Background: an optimization exercise with open tools, aiming at small area, a short achievable clock period and few clock cycles. Do not read the settings as production practice. Function was checked by simulation only, so behaviour that the tests miss may differ from the original.

File: flow/design.v
package cachePkg;
    typedef struct packed {
        logic [5-1:0]      tag;
        logic [1-1:0]      setIdx;
        logic [2-1:0] word;
        logic [2-1:0] byteOff;
    } cpuAddr_t;
    typedef struct packed {
        logic                     isWrite;
        cpuAddr_t                 addr;
        logic [8-1:0] wrByte;
    } cpuReq_t;
    typedef struct packed {
        logic                     hit;
        logic [32-1:0] rdWord;
    } cpuResp_t;
    typedef struct packed {
        logic                          isWrite;      
        logic [6-1:0] lineAddr;
        logic [128-1:0]      line;
    } memReq_t;
    typedef struct packed {
        logic [128-1:0] line;
    } memResp_t;
    typedef struct packed {
        logic                     valid;
        logic                     dirty;
        logic [5-1:0]  tag;
        logic [128-1:0] line;
    } wayLookup_t;
    typedef struct packed {
        logic                                          fill;
        logic                                          byteWrite;
        logic [1-1:0]                       setIdx;
        logic [5-1:0]                       tag;
        logic [128-1:0]                      line;
        logic [2+2-1:0] lane;   
        logic [8-1:0]                      byteVal;
    } wayUpdate_t;
endpackage
`timescale 1ns/100ps
module cacheWay
(
    input  logic                    clk,
    input  logic                    rst,
    input  logic [1-1:0] lookupSet,
    input  logic [5-1:0] lookupTag,
    input  cachePkg::wayUpdate_t              update,
    output cachePkg::wayLookup_t              lookup,
    output logic                    tagMatch
);
    localparam int LaneW = 2 + 2;
    logic                     validBits [2];
    logic                     dirtyBits [2];
    logic [5-1:0]  tagMem    [2];
    logic [128-1:0] lineMem   [2];
    logic [LaneW-1:0]         laneShift;
    assign laneShift = ~update.lane;  
    always_ff @(posedge clk) begin
        if (rst) begin
            for (int s = 0; s < 2; s++) begin
                validBits[s] <= 1'b0;
                dirtyBits[s] <= 1'b0;
            end
        end else if (update.fill) begin
            validBits[update.setIdx] <= 1'b1;
            dirtyBits[update.setIdx] <= 1'b0;  
        end else if (update.byteWrite) begin
            dirtyBits[update.setIdx] <= 1'b1;
        end
    end
    always_ff @(posedge clk) begin
        if (update.fill) begin
            tagMem[update.setIdx]  <= update.tag;
            lineMem[update.setIdx] <= update.line;
        end else if (update.byteWrite) begin
            lineMem[update.setIdx][laneShift*8 +: 8] <= update.byteVal;
        end
    end
    always_comb begin
        lookup.valid = validBits[lookupSet];
        lookup.dirty = dirtyBits[lookupSet];
        lookup.tag   = tagMem[lookupSet];
        lookup.line  = lineMem[lookupSet];
    end
    assign tagMatch = lookup.valid && (lookup.tag == lookupTag);
endmodule
`timescale 1ns/100ps
module cacheController
(
    input  logic                    clk,
    input  logic                    rst,
    input  logic                    cpuReqValid,
    input  cachePkg::cpuReq_t                 cpuReq,
    output logic                    cpuRespValid,
    output cachePkg::cpuResp_t                cpuResp,
    output logic                    cpuCredit,
    output logic                    memReqValid,
    output cachePkg::memReq_t                 memReq,
    input  logic                    memRespValid,
    input  cachePkg::memResp_t                memResp,
    input  logic                    memCredit,
    input  cachePkg::wayLookup_t              way0Lookup,
    input  cachePkg::wayLookup_t              way1Lookup,
    input  logic                    way0Match,
    input  logic                    way1Match,
    output logic [1-1:0] lookupSet,
    output logic [5-1:0] lookupTag,
    output cachePkg::wayUpdate_t              way0Update,
    output cachePkg::wayUpdate_t              way1Update
);
    localparam int MemCreditW = $clog2(1 + 1);
    typedef enum logic [2:0] {
        stIdle,
        stLookup,
        stWriteBack,
        stRefill,
        stRespond
    } ctrlState_t;
    ctrlState_t                    state;
    cachePkg::cpuReq_t                       req;         
    logic                          missed;
    logic                          memIssued;   
    logic [2-1:0]    lruVictim;
    logic [MemCreditW-1:0]         memCredits;
    logic                          hit;
    logic                          hitWay;
    logic                          victimWay;
    logic                          memIssue;
    logic                          targetWay;
    cachePkg::wayLookup_t                    hitLookup;
    cachePkg::wayLookup_t                    victimLookup;
    cachePkg::wayUpdate_t                    upd;
    logic [2-1:0]  wordShift;
    logic [32-1:0]      readWord;
    assign lookupSet = req.addr.setIdx;
    assign lookupTag = req.addr.tag;
    assign hit       = way0Match | way1Match;
    assign hitWay    = way1Match;
    assign victimWay = lruVictim[req.addr.setIdx];  
    assign hitLookup    = hitWay ? way1Lookup : way0Lookup;
    assign victimLookup = victimWay ? way1Lookup : way0Lookup;
    assign wordShift = ~req.addr.word;  
    assign readWord  = hitLookup.line[wordShift*32 +: 32];
    assign memIssue = ((state == stWriteBack) || (state == stRefill)) &&
                      !memIssued && (memCredits != '0);
    assign cpuCredit = cpuRespValid;  
    always_comb begin
        upd.fill      = (state == stRefill) && memIssued && memRespValid;
        upd.byteWrite = (state == stLookup) && hit && req.isWrite;
        upd.setIdx    = req.addr.setIdx;
        upd.tag       = req.addr.tag;
        upd.line      = memResp.line;
        upd.lane      = {req.addr.word, req.addr.byteOff};
        upd.byteVal   = req.wrByte;
        targetWay  = upd.fill ? victimWay : hitWay;
        way0Update = upd;
        way1Update = upd;
        if (targetWay) begin
            way0Update.fill      = 1'b0;
            way0Update.byteWrite = 1'b0;
        end else begin
            way1Update.fill      = 1'b0;
            way1Update.byteWrite = 1'b0;
        end
    end
    always_ff @(posedge clk) begin
        if (rst) begin
            state        <= stIdle;
            missed       <= 1'b0;
            memIssued    <= 1'b0;
            lruVictim    <= '0;    
            memCredits   <= MemCreditW'(1);
            cpuRespValid <= 1'b0;
            memReqValid  <= 1'b0;
        end else begin
            cpuRespValid <= 1'b0;
            memReqValid  <= memIssue;
            memCredits   <= memCredits + MemCreditW'(memCredit) - MemCreditW'(memIssue);
            case (state)
                stIdle: begin
                    if (cpuReqValid) begin
                        missed <= 1'b0;
                        state  <= stLookup;
                    end
                end
                stLookup: begin
                    if (hit) begin
                        lruVictim[req.addr.setIdx] <= ~hitWay;
                        cpuRespValid               <= 1'b1;
                        state                      <= stRespond;
                    end else begin
                        missed    <= 1'b1;
                        memIssued <= 1'b0;
                        if (victimLookup.valid && victimLookup.dirty) begin
                            state <= stWriteBack;
                        end else begin
                            state <= stRefill;
                        end
                    end
                end
                stWriteBack: begin
                    if (memIssue) begin
                        memIssued <= 1'b1;
                    end else if (memIssued && memCredit) begin  
                        memIssued <= 1'b0;
                        state     <= stRefill;
                    end
                end
                stRefill: begin
                    if (memIssue) begin
                        memIssued <= 1'b1;
                    end else if (memIssued && memRespValid) begin
                        memIssued <= 1'b0;
                        state     <= stLookup;  
                    end
                end
                stRespond: begin
                    state <= stIdle;
                end
                default: begin
                    state <= stIdle;
                end
            endcase
        end
    end
    always_ff @(posedge clk) begin
        if ((state == stIdle) && cpuReqValid) begin
            req <= cpuReq;
        end
        if ((state == stLookup) && hit) begin
            cpuResp.hit    <= !missed;
            cpuResp.rdWord <= readWord;
        end
        if (memIssue) begin
            memReq.isWrite <= (state == stWriteBack);
            if (state == stWriteBack) begin
                memReq.lineAddr <= {victimLookup.tag, req.addr.setIdx};  
            end else begin
                memReq.lineAddr <= {req.addr.tag, req.addr.setIdx};
            end
            memReq.line <= victimLookup.line;
        end
    end
endmodule
`timescale 1ns/100ps
module cacheTop
(
    input  logic                          clk,
    input  logic                          rst,
    input  logic                          cpuReqValid,
    input  logic                          cpuReqWrite,
    input  logic [10-1:0]      cpuReqAddr,
    input  logic [8-1:0]      cpuReqByte,
    output logic                          cpuRespValid,
    output logic                          cpuRespHit,
    output logic [32-1:0]      cpuRespWord,
    output logic                          cpuCredit,
    output logic                          memReqValid,
    output logic                          memReqWrite,
    output logic [6-1:0] memReqLineAddr,
    output logic [128-1:0]      memReqLine,
    input  logic                          memRespValid,
    input  logic [128-1:0]      memRespLine,
    input  logic                          memCredit
);
    cachePkg::cpuReq_t                 cpuReq;
    cachePkg::cpuResp_t                cpuResp;
    cachePkg::memReq_t                 memReq;
    cachePkg::memResp_t                memResp;
    assign cpuReq.isWrite = cpuReqWrite;
    assign cpuReq.addr    = cachePkg::cpuAddr_t'(cpuReqAddr);
    assign cpuReq.wrByte  = cpuReqByte;
    assign cpuRespHit     = cpuResp.hit;
    assign cpuRespWord    = cpuResp.rdWord;
    assign memReqWrite    = memReq.isWrite;
    assign memReqLineAddr = memReq.lineAddr;
    assign memReqLine     = memReq.line;
    assign memResp.line   = memRespLine;
    cachePkg::wayLookup_t              way0Lookup;
    cachePkg::wayLookup_t              way1Lookup;
    cachePkg::wayUpdate_t              way0Update;
    cachePkg::wayUpdate_t              way1Update;
    logic                    way0Match;
    logic                    way1Match;
    logic [1-1:0] lookupSet;
    logic [5-1:0] lookupTag;
    cacheWay way0_i (
        .clk       (clk),
        .rst       (rst),
        .lookupSet (lookupSet),
        .lookupTag (lookupTag),
        .update    (way0Update),
        .lookup    (way0Lookup),
        .tagMatch  (way0Match)
    );
    cacheWay way1_i (
        .clk       (clk),
        .rst       (rst),
        .lookupSet (lookupSet),
        .lookupTag (lookupTag),
        .update    (way1Update),
        .lookup    (way1Lookup),
        .tagMatch  (way1Match)
    );
    cacheController ctrl_i (
        .clk          (clk),
        .rst          (rst),
        .cpuReqValid  (cpuReqValid),
        .cpuReq       (cpuReq),
        .cpuRespValid (cpuRespValid),
        .cpuResp      (cpuResp),
        .cpuCredit    (cpuCredit),
        .memReqValid  (memReqValid),
        .memReq       (memReq),
        .memRespValid (memRespValid),
        .memResp      (memResp),
        .memCredit    (memCredit),
        .way0Lookup   (way0Lookup),
        .way1Lookup   (way1Lookup),
        .way0Match    (way0Match),
        .way1Match    (way1Match),
        .lookupSet    (lookupSet),
        .lookupTag    (lookupTag),
        .way0Update   (way0Update),
        .way1Update   (way1Update)
    );
endmodule
File: flow/run.sh
#!/bin/bash
# synth_recipe.tcl (not shown) runs the flow's synth.tcl, then flattens the netlist and writes it again
# the make line also repeats each setting of config.mk as NAME=value (left out here)
make -C /OpenROAD-flow-scripts/flow DESIGN_CONFIG=/design/flow/config.mk WORK_HOME=/design/flow/orfs CLKGATE_MAP_FILE= SYNTH_SCRIPT=/design/flow/synth_recipe.tcl finish
File: flow/config.mk
export PLATFORM = sky130hd
export DESIGN_NAME = cacheTop
export DESIGN_NICKNAME = cacheTop
export VERILOG_FILES = /design/flow/design.v
export SDC_FILE = /design/flow/constraint.sdc
export NUM_CORES = 4
export LEC_CHECK = 0
export CAP_MARGIN = 20
export CORE_MARGIN = 2
export CORE_UTILIZATION = 40
export SLEW_MARGIN = 20
File: flow/constraint.sdc
create_clock -name core_clock -period 5.0 [get_ports {clk}]
set_input_delay 1.0000 -clock core_clock [delete_from_list [all_inputs] [get_ports {clk}]]
set_output_delay 1.0000 -clock core_clock [all_outputs]
set_load 0.01 [all_outputs]
==> impl_metrics.json <==
{
  "ys_warn_count": 2,
  "drt_first_pass_iters": 5,
  "drv_cap": 0,
  "hold_class": "register to register",
  "holdWs_ns": 0.459,
  "gr-usage-all-layers_pct": 23.9,
  "critPathKind": "register to register",
  "min_period_ns": 4.17,
  "final-seq-area_um2": 22000,
  "path_delay_family": "simple AND/OR/NAND/NOR gates",
  "antennaDiodeCount": 0,
  "cts_hold_buf": 0,
  "grt_pass1_vias": 19900,
  "wl_met2_mm": 50.3,
  "dr.max_layer_used": "met4",
  "synth-seq-cells": 738,
  "h-tree-depth": 3,
  "ctsResizeCount": 0,
  "gp_congestion": 0.827,
  "dp_hpwl_mm": 69.6,
  "dieArea_um2": 85800,
  "num_vias": 19200,
  "cts_buffers": 78,
  "layout_commonest_cell": "edfxtp_1",
  "cpPeakStageDelay_ns": 0.76,
  "total_power_mw": 16.9,
  "drc_errors": 0,
  "min_period_over_period_pct": 83.3,
  "utilization_pct": 49.4,
  "layout-drive-gt1-share_pct": 35.8,
  "fin_setup_tns_ns": 0,
  "regToRegSetupSlack_ns": 0.83,
  "ys_seq_area_share_pct": 65.9,
  "multi_input_area_um2": 10800,
  "fillers": 6699,
  "path_buf_inv": 1,
  "critical_path_arrival_ns": 4.53,
  "area_delta_synth_final_pct": 22.0,
  "antenna_found_initial": 1,
  "setup_viol": 0,
  "routedWlPerCell_um": 31.8,
  "die_w_um": 293,
  "io_buffers": 322,
  "hold_viol": 0,
  "vias_per_cell": 5.97,
  "grt_start_max_net_pins": 141,
  "startpoint_type": "register",
  "clock-root-buffer": "clkbuf_16",
  "cp-end-kind": "register",
  "io_pins": 323,
  "grt_pass1_wl_mm": 145,
  "drt-total-wl_mm": 102,
  "power_density_nw_per_um2": 416,
  "clockBufferDepth": 3,
  "syn_avg_cell_area_um2": 19.4,
  "critPathSlowestCell": "dfxtp_4",
  "fin_skew_ns": 0.0254,
  "cts_tree": "done",
  "start_util_pct": 40.5,
  "path_clk_slew_ns": 0.06,
  "drv_slew": 0,
  "overflow": 0,
  "vdd_drop_max_mv": 0.456,
  "mostFrequentLayoutCells": "edfxtp_1 (723), clkdlybuf4s50_1 (322), mux2_2 (262)",
  "dr_wl_met3_mm": 8.76,
  "required_ns": 5.37,
  "final_nets": 2241,
  "max_freq_ghz": 0.240,
  "slew_headroom_pct": 24.6,
  "drtIter0Drc": 2046,
  "worstPathCellList": "mux2i_1, xnor2_1, nor4b_2, nand2_8, buf_4, mux4_2, a22oi_1, nand2_1",
  "p_leak_nw": 13.1,
  "synthArstFlopShare_pct": 0,
  "clock-sinks": 738,
  "design.core.area_um2": 82400,
  "tightest_slew_ns": 1.13,
  "final_area_um2": 40700,
  "syn-cell-area_um2": 33400,
  "clk-insertion-delay-late_ns": 0.65,
  "row_count": 105,
  "die_height_um": 293,
  "synth_edf_count": 723,
  "path_max_fanout": 42,
  "post_cts_buffers": 0,
  "place_area_um2": 38200,
  "synth-main-ff-cell": "edfxtp_1",
  "rsz0062_at_grt": "no",
  "wl_met1_mm": 40.9,
  "status": "finished clean",
  "final_antenna_net_count": 0,
  "yosys.cell_types.count": 38,
  "syn_inst": 1719,
  "synth.net_count": 1871
}
==> registers in the layout, indices dropped and copies added, names as in the netlist, named ones only <==
| register | count |
|---|---|
| way1_i.tagMem | 10 |
| way1_i.lineMem | 256 |
| ctrl_i.cpuRespValid | 1 |
| way0_i.dirtyBits | 2 |
| ctrl_i.state | 3 |
| ctrl_i.cpuResp | 33 |
| ctrl_i.memReq | 135 |
| way0_i.tagMem | 10 |
| way0_i.validBits | 2 |
| ctrl_i.req | 19 |
| ctrl_i.memIssued | 1 |
| ctrl_i.memReqValid | 1 |
| ctrl_i.memCredits | 1 |
| way1_i.dirtyBits | 2 |
| way0_i.lineMem | 256 |
| ctrl_i.missed | 1 |
| way1_i.validBits | 2 |
==> through the flow <==
step	worst slack (ns)	instances
after floorplan	1.04	1719
after CTS	0.731	3221
final	0.834	3221
after global routing	0.536	3221
after global placement	0.694	3079
after detailed placement	0.734	3079
==> path summary, 6_finish.rpt <==
check	startpoint	depth (start not counted)	to
max reg2reg	register	8	ctrl_i.cpuResp[13]$_DFFE_PP_
min reg2reg	ctrl_i.missed$_SDFFE_PP0P_	1	ctrl_i.cpuResp[32]$_DFFE_PP_
max	register	8	ctrl_i.cpuResp[13]$_DFFE_PP_
min	ctrl_i.missed$_SDFFE_PP0P_	1	ctrl_i.cpuResp[32]$_DFFE_PP_
==> report_power, final <==
| part | internal, mW | total, mW | switching [mW] |
|---|---|---|---|
| clock | 3.23 | 5.70 | 2.47 |
| sequential | 7.35 | 7.58 | 0.230 |
| combinational | 1.61 | 3.67 | 2.06 |
| total | 12.2 | 16.9 | 4.75 |
==> synthesized netlist by cell type, types with 2 or more instances <==
| cell type | n | area share (%) |
|---|---|---|
| nor2b_1 | 5 | 0.094 |
| nand3_2 | 4 | 0.12 |
| a22oi_1 | 64 | 1.4 |
| and3_1 | 2 | 0.037 |
| nor4b_1 | 3 | 0.079 |
| edfxtp_1 | 723 | 65 |
| buf_1 | 15 | 0.17 |
| buf_6 | 2 | 0.067 |
| nor2_1 | 19 | 0.21 |
| clkbuf_1 | 98 | 1.1 |
| a21oi_1 | 73 | 1.1 |
| xnor2_1 | 7 | 0.18 |
| mux4_2 | 261 | 18 |
| or2_2 | 2 | 0.037 |
| and2_1 | 3 | 0.056 |
| buf_4 | 14 | 0.31 |
| nand4_1 | 2 | 0.037 |
| nand2_2 | 13 | 0.24 |
| a211oi_4 | 3 | 0.18 |
| o21ai_0 | 9 | 0.13 |
| mux2i_1 | 9 | 0.27 |
| nand3_1 | 5 | 0.075 |
| dfxtp_1 | 15 | 0.90 |
| xor2_1 | 6 | 0.16 |
| nand2b_1 | 5 | 0.094 |
| nor3_1 | 11 | 0.16 |
| a21o_1 | 5 | 0.11 |
| inv_1 | 6 | 0.067 |
| and4_1 | 4 | 0.10 |
| buf_2 | 2 | 0.030 |
| nand2_1 | 60 | 0.67 |
| mux2_2 | 263 | 8.9 |
==> layer usage <==
| metal | global-route usage [%] | vias up |
|---|---|---|
| met5 | 0 | - |
| met2 | 39.4 | 873 |
| met3 | 5.58 | 126 |
| met1 | 31.7 | 10300 |
| met4 | 6.70 | 0 |
| li1 | - | 7944 |
==> logic make-up (layout without fill, tap and decap cells) <==
group / Yosys count / after routing / synth area share (%)
compound gates: 158 / 158 / 3.13
xor+xnor: 13 / 13 / 0.341
buf+inv: 137 / 569 / 1.75
flops: 738 / 738 / 65.9
mux: 533 / 533 / 26.7
simple gates: 140 / 140 / 2.11
==> cell type report <==
cell class,instances,share of cell area [%]
Inverter,6,0.0676
Tap cell,1070,3.29
Timing Repair Buffer,421,9.80
Clock buffer,94,5.09
Multi-Input combinational cell,844,26.6
Clock inverter,48,1.04
Sequential cell,738,54.1
Testbench counts, summed over its fixed seeds: cycles 90,903.

## re-timing with driven ports
In the flow no input, the clock included, has a driving cell. The finished layout below was timed again as built, in two steps. Step 1, drivers: a clkbuf_16 drives clk and a buf_2 each remaining input, both assumed. Step 2 moves the port delays by t, midway between the first and last clock arrival at a register: inputs arrive t later, outputs are due t later. That takes back most of the time a late clock gives input paths. Slacks: ideal / step 1 / step 2; pairs: ideal / step 1.
t (ns): 0.696
setup WS [ns]: 0.834 / 0.834 / 0.714
hold WS [ns]: 0.459 / 0.459 / 0.459
clock arrival spread, ns: 0.027 / 0.027
After both steps setup and hold are still met in this run. The setup slack of this run moves by 0.000 ns with the drivers and by -0.120 ns with both steps.
